This design comes from an exercise in tuning for small area, a short achievable clock period and few clock cycles per item on the open sky130 flow, not from production work. At most, simulation tests tie the RTL to the original design; equivalence was not proved.

Setup of job 8441:
Design rgb_to_hsl_convert, start of the top module:
module rgb_to_hsl_convert (
    input  logic        i_clk,
    input  logic        i_rst_n,
    input  logic        i_valid,
    output logic        o_stall,
    input  logic [7:0]  i_red,
    input  logic [7:0]  i_green,
    input  logic [7:0]  i_blue,
    input  logic [7:0]  i_alpha,
    output logic        o_valid,
    input  logic        i_stall,
    output logic [12:0] o_hue,
    output logic [7:0]  o_saturation,
    output logic [7:0]  o_luminance,
    output logic [7:0]  o_alpha_out
);
For scale: about 2,300 cells after synthesis, roughly 350 flip-flops, ~0.022 mm^2 of cells after synthesis.
Settings: LEC_CHECK=0, ABC_AREA=1, CAP_MARGIN=20, CORE_MARGIN=2, CORE_UTILIZATION=40, SETUP_SLACK_MARGIN=4.3, SLEW_MARGIN=20; clock period 8.0 ns.
run.sh (not shown) runs the stock make flow with config.mk's settings and CLKGATE_MAP_FILE= SYNTH_SCRIPT=/design/flow/synth_recipe.tcl, a recipe that flattens the netlist after the stock synthesis.
Having completed the whole flow, job 8441 delivered a layout that passed the timing, design-rule and antenna checks.
Inputs modified between job 8441 and job 8495:
--- a/flow/config.mk
+++ b/flow/config.mk
@@ -10,4 +10,5 @@
 export CORE_MARGIN = 2
-export CORE_UTILIZATION = 40
-export SETUP_SLACK_MARGIN = 4.3
+export CORE_UTILIZATION = 55
+export PLACE_DENSITY = 0.7
+export SETUP_SLACK_MARGIN = 4.2
 export SLEW_MARGIN = 20
## What came out
[diff] floorplan die area, job 8495 relative to job 8441: improvement
Fraction of standard cell area in multi-input logic: job 8441 vs job 8495, no meaningful difference
Measured against each other, job 8441 and job 8495 differ in worst-case setup margin in the final layout, the lower figure coming from job 8495.
Going from job 8441 to job 8495, largest stage delay on the critical path decreased 0.02 ns; area of the core decreased 0.015 mm^2.
Input-level comparison between job 9572 and job 8495:
--- a/flow/config.mk
+++ b/flow/config.mk
@@ -10,4 +10,3 @@
 export CORE_MARGIN = 2
-export CORE_UTILIZATION = 55
-export PLACE_DENSITY = 0.7
+export CORE_UTILIZATION = 40
 export SETUP_SLACK_MARGIN = 4.2
Per the comparison of job 9572 with job 8495, final standard cell area without fillers shows an increase of 1.1%, buffer count from post-CTS setup fixing dropped 13. Job 9572 improves on job 8495 in worst setup slack. Of job 9572 and job 8495, it is job 9572 that has the higher die area. Final critical-path share of the clock period | job 9572 below job 8495. sr__r3[0]$_DFFE_PN_ as the critical path capture point was reported by job 8495, and hr__r3[1]$_DFFE_PN_ by job 9572. Routed wire length ends up lower on job 9572. [diff] first-pass GRT wire length, job 9572 relative to job 8495: regression.
No run of this note included a check of the RTL's function; only the layout flow was run.

Another version of the RTL of rgb_to_hsl_convert (not shown whole).
For scale: about 2400 cells after synthesis, about 350 flip-flops, about 75 I/O pins, ~0.023 mm2 of cells after synthesis.
export LEC_CHECK = 0
export ABC_AREA = 1
export CAP_MARGIN = 20
export CORE_MARGIN = 2
export CORE_UTILIZATION = 40
export SETUP_SLACK_MARGIN = 4.4
export SLEW_MARGIN = 20
create_clock -name core_clock -period 8.0 [get_ports {i_clk}]
Testbench counts at the start, summed over its fixed seeds: cycles 32,056, pixels 32,000.
Rerun with:
--- a/flow/config.mk
+++ b/flow/config.mk
@@ -10,4 +10,4 @@
 export CORE_MARGIN = 2
 export CORE_UTILIZATION = 40
-export SETUP_SLACK_MARGIN = 4.4
+export SETUP_SLACK_MARGIN = 4.2
 export SLEW_MARGIN = 20
=> Global-route usage falls by 0.28 points; design area falls by 3.9%; utilization falls by 1.9 points; count of clock-buffer cells in the layout does not change; setup slack degrades by 170 ps.

Another version of the RTL of rgb_to_hsl_convert (not shown whole).
Size: about 2400 cells after synthesis, about 75 I/O pins, about 21000 µm² of cells after synthesis.
==> flow/design.v (excerpt) <==
module rgb_to_hsl_convert (
    input  logic        i_clk,
    input  logic        i_rst_n,
    input  logic        i_valid,
    output logic        o_stall,
    input  logic [7:0]  i_red,
    input  logic [7:0]  i_green,
    input  logic [7:0]  i_blue,
    input  logic [7:0]  i_alpha,
    output logic        o_valid,
    input  logic        i_stall,
    output logic [12:0] o_hue,
    output logic [7:0]  o_saturation,
    output logic [7:0]  o_luminance,
    output logic [7:0]  o_alpha_out
);
clock: 8.0 ns
lec_check: 0
abc_area: 1
cap_margin: 20
core_margin: 2
core_utilization: 40
setup_slack_margin: 4.2
slew_margin: 20
The baseline finished clean.
Testbench counts at the start, summed over its fixed seeds: cycles 32,048, pixels 32,000.
==> next run, changes <==
--- a/flow/config.mk
+++ b/flow/config.mk
@@ -6,5 +6,5 @@
 export NUM_CORES = 4
 export LEC_CHECK = 0
-export ABC_AREA = 1
+export ABC_AREA = 0
 export CAP_MARGIN = 20
 export CORE_MARGIN = 2
Global-route usage grows by 1.1 points.
Routed wire length grows by 4.7%.
Register-to-register slack degrades by 680 ps.
Via count shrinks by 7.2%.
==> next run, changes <==
--- a/flow/config.mk
+++ b/flow/config.mk
@@ -6,8 +6,8 @@
 export NUM_CORES = 4
 export LEC_CHECK = 0
-export ABC_AREA = 0
+export ABC_AREA = 1
 export CAP_MARGIN = 20
 export CORE_MARGIN = 2
 export CORE_UTILIZATION = 40
-export SETUP_SLACK_MARGIN = 4.2
+export SETUP_SLACK_MARGIN = 4.3
 export SLEW_MARGIN = 20
Effect: Cell area goes down by 6.1%. Count of clock-buffer cells in the layout goes down by 6. Critical path depth goes down by 3. Maximum frequency goes up by 18%. Routed wire length goes down by 2.9%. Die area goes up by 3.6%. Sequential share of layout area goes up by 2.2 points. Cell count goes up by 13%. Hold slack got worse by 18 ps. Register-to-register slack improved by 750 ps. Global-route usage goes down by 1.0 points.
==> next run, changes <==
--- a/flow/config.mk
+++ b/flow/config.mk
@@ -10,4 +10,5 @@
 export CORE_MARGIN = 2
 export CORE_UTILIZATION = 40
-export SETUP_SLACK_MARGIN = 4.3
+export PLACE_DENSITY = 0.5
+export SETUP_SLACK_MARGIN = 4.2
 export SLEW_MARGIN = 20
What happened: The new run completed with no timing, DRC or antenna violations. Utilization came out lower by 0.27 points. Worst setup slack gets worse by 130 ps.
==> next run, changes <==
--- a/flow/config.mk
+++ b/flow/config.mk
@@ -10,5 +10,6 @@
 export CORE_MARGIN = 2
 export CORE_UTILIZATION = 40
-export PLACE_DENSITY = 0.5
+export CTS_CLUSTER_DIAMETER = 70
+export CTS_CLUSTER_SIZE = 28
 export SETUP_SLACK_MARGIN = 4.2
 export SLEW_MARGIN = 20
The new run ran to the end with no violations.
Die area is unchanged.
Synthesized area does not change.
Clock-buffer cell count went down by 17.
Worst setup slack is better by 26 ps.
Global-route usage went down by 1.8 points.
Flip-flop and latch count does not change.

rgb_to_hsl_convert again, from the RTL that the note above started with.
clock: 8.0 ns
lec_check: 0
abc_area: 1
cap_margin: 20
core_margin: 2
core_utilization: 40
gpl_routability_driven: 0
setup_slack_margin: 4.2
slew_margin: 20
The starting point ran to the end with no violations.
Testbench counts at the start, summed over its fixed seeds: cycles 32,048, pixels 32,000.
Then changed:
Settings changed: GPL_ROUTABILITY_DRIVEN 0 to unset, SETUP_SLACK_MARGIN 4.2 to 4.0.
Effect:
- The changed run produced a clean layout
- cell count is lower slightly
- worst setup slack got worse by 0.098 ns
- worst hold slack stays flat
- core utilization falls by 1.9 points
- via count goes down by a few percent
- final area goes down by a few percent
- register-to-register slack gets worse by 0.16 ns
- global-route usage increases by 0.15 points

Another version of the RTL of rgb_to_hsl_convert (not shown whole).
Size: about 2200 cells after synthesis, about 21000 um^2 of cells after synthesis.
Settings: LEC_CHECK=0, ABC_AREA=1, CAP_MARGIN=5, CORE_MARGIN=2, CORE_UTILIZATION=40, CTS_CLUSTER_DIAMETER=70, CTS_CLUSTER_SIZE=28, SETUP_SLACK_MARGIN=4.2, SLEW_MARGIN=5; clock period 8.0 ns.
Edit:
Settings changed: CAP_MARGIN 5 to 20, SLEW_MARGIN 5 to 20.
Effect: The new run completed without violations; wire length is unchanged; global-route usage stays the same.
No functional check of the RTL was part of any run of this note.

static timing again, ports no longer ideal:
No port has a modelled driver above. Below, the same layouts with a new extraction and two added sets of constraints.
Step 1: set_driving_cell puts a clkbuf_16 on i_clk and a buf_2 on each other input, an assumption about the parent block.
Step 2, shift: input delay + t, output delay - t, t = (earliest + latest rising clock arrival at the registers) / 2. This alone moves slack from input paths to output paths.
a / b / c = ideal ports / drivers / drivers and shift; a / b = the first two.
run	shift t [ns]	slack for setup (ns)	hold slack, ns	worst register clock-pin slew, ns
job 8441	0.593	4.338 / 4.316 / 3.853	0.412 / 0.412 / 0.412	0.06 / 0.06
job 8495	0.572	4.201 / 4.201 / 3.814	0.410 / 0.410 / 0.410	0.06 / 0.06
job 9572	0.608	4.265 / 4.265 / 3.730	0.406 / 0.406 / 0.406	0.06 / 0.06
the first run of note 2	0.581	4.413 / 4.359 / 3.940	0.410 / 0.410 / 0.410	0.06 / 0.06
the second run of note 2	0.582	4.239 / 4.189 / 3.715	0.411 / 0.411 / 0.411	0.06 / 0.06
the first run of note 3	0.574	4.258 / 4.221 / 3.735	0.402 / 0.402 / 0.402	0.06 / 0.06
the second run of note 3	0.594	3.714 / 3.714 / 3.687	0.417 / 0.417 / 0.417	0.06 / 0.06
the third run of note 3	0.579	4.357 / 4.330 / 3.791	0.399 / 0.399 / 0.399	0.06 / 0.06
the fourth run of note 3	0.592	4.224 / 4.179 / 3.701	0.415 / 0.415 / 0.415	0.06 / 0.06
the fifth run of note 3	0.619	4.251 / 4.201 / 3.678	0.420 / 0.420 / 0.420	0.10 / 0.10
the first run of note 4	0.573	4.238 / 4.200 / 3.752	0.401 / 0.401 / 0.401	0.06 / 0.06
the second run of note 4	0.577	4.140 / 4.167 / 3.590	0.402 / 0.402 / 0.402	0.06 / 0.06
the first run of note 5	0.631	4.246 / 4.194 / 3.732	0.412 / 0.412 / 0.412	0.10 / 0.10
the second run of note 5	0.631	4.246 / 4.194 / 3.732	0.412 / 0.412 / 0.412	0.10 / 0.10
After both steps every run listed still meets setup and hold. For the fifth run of note 3, which loses most, drivers alone change the setup slack by -0.050 ns; drivers and shift together by -0.573 ns.
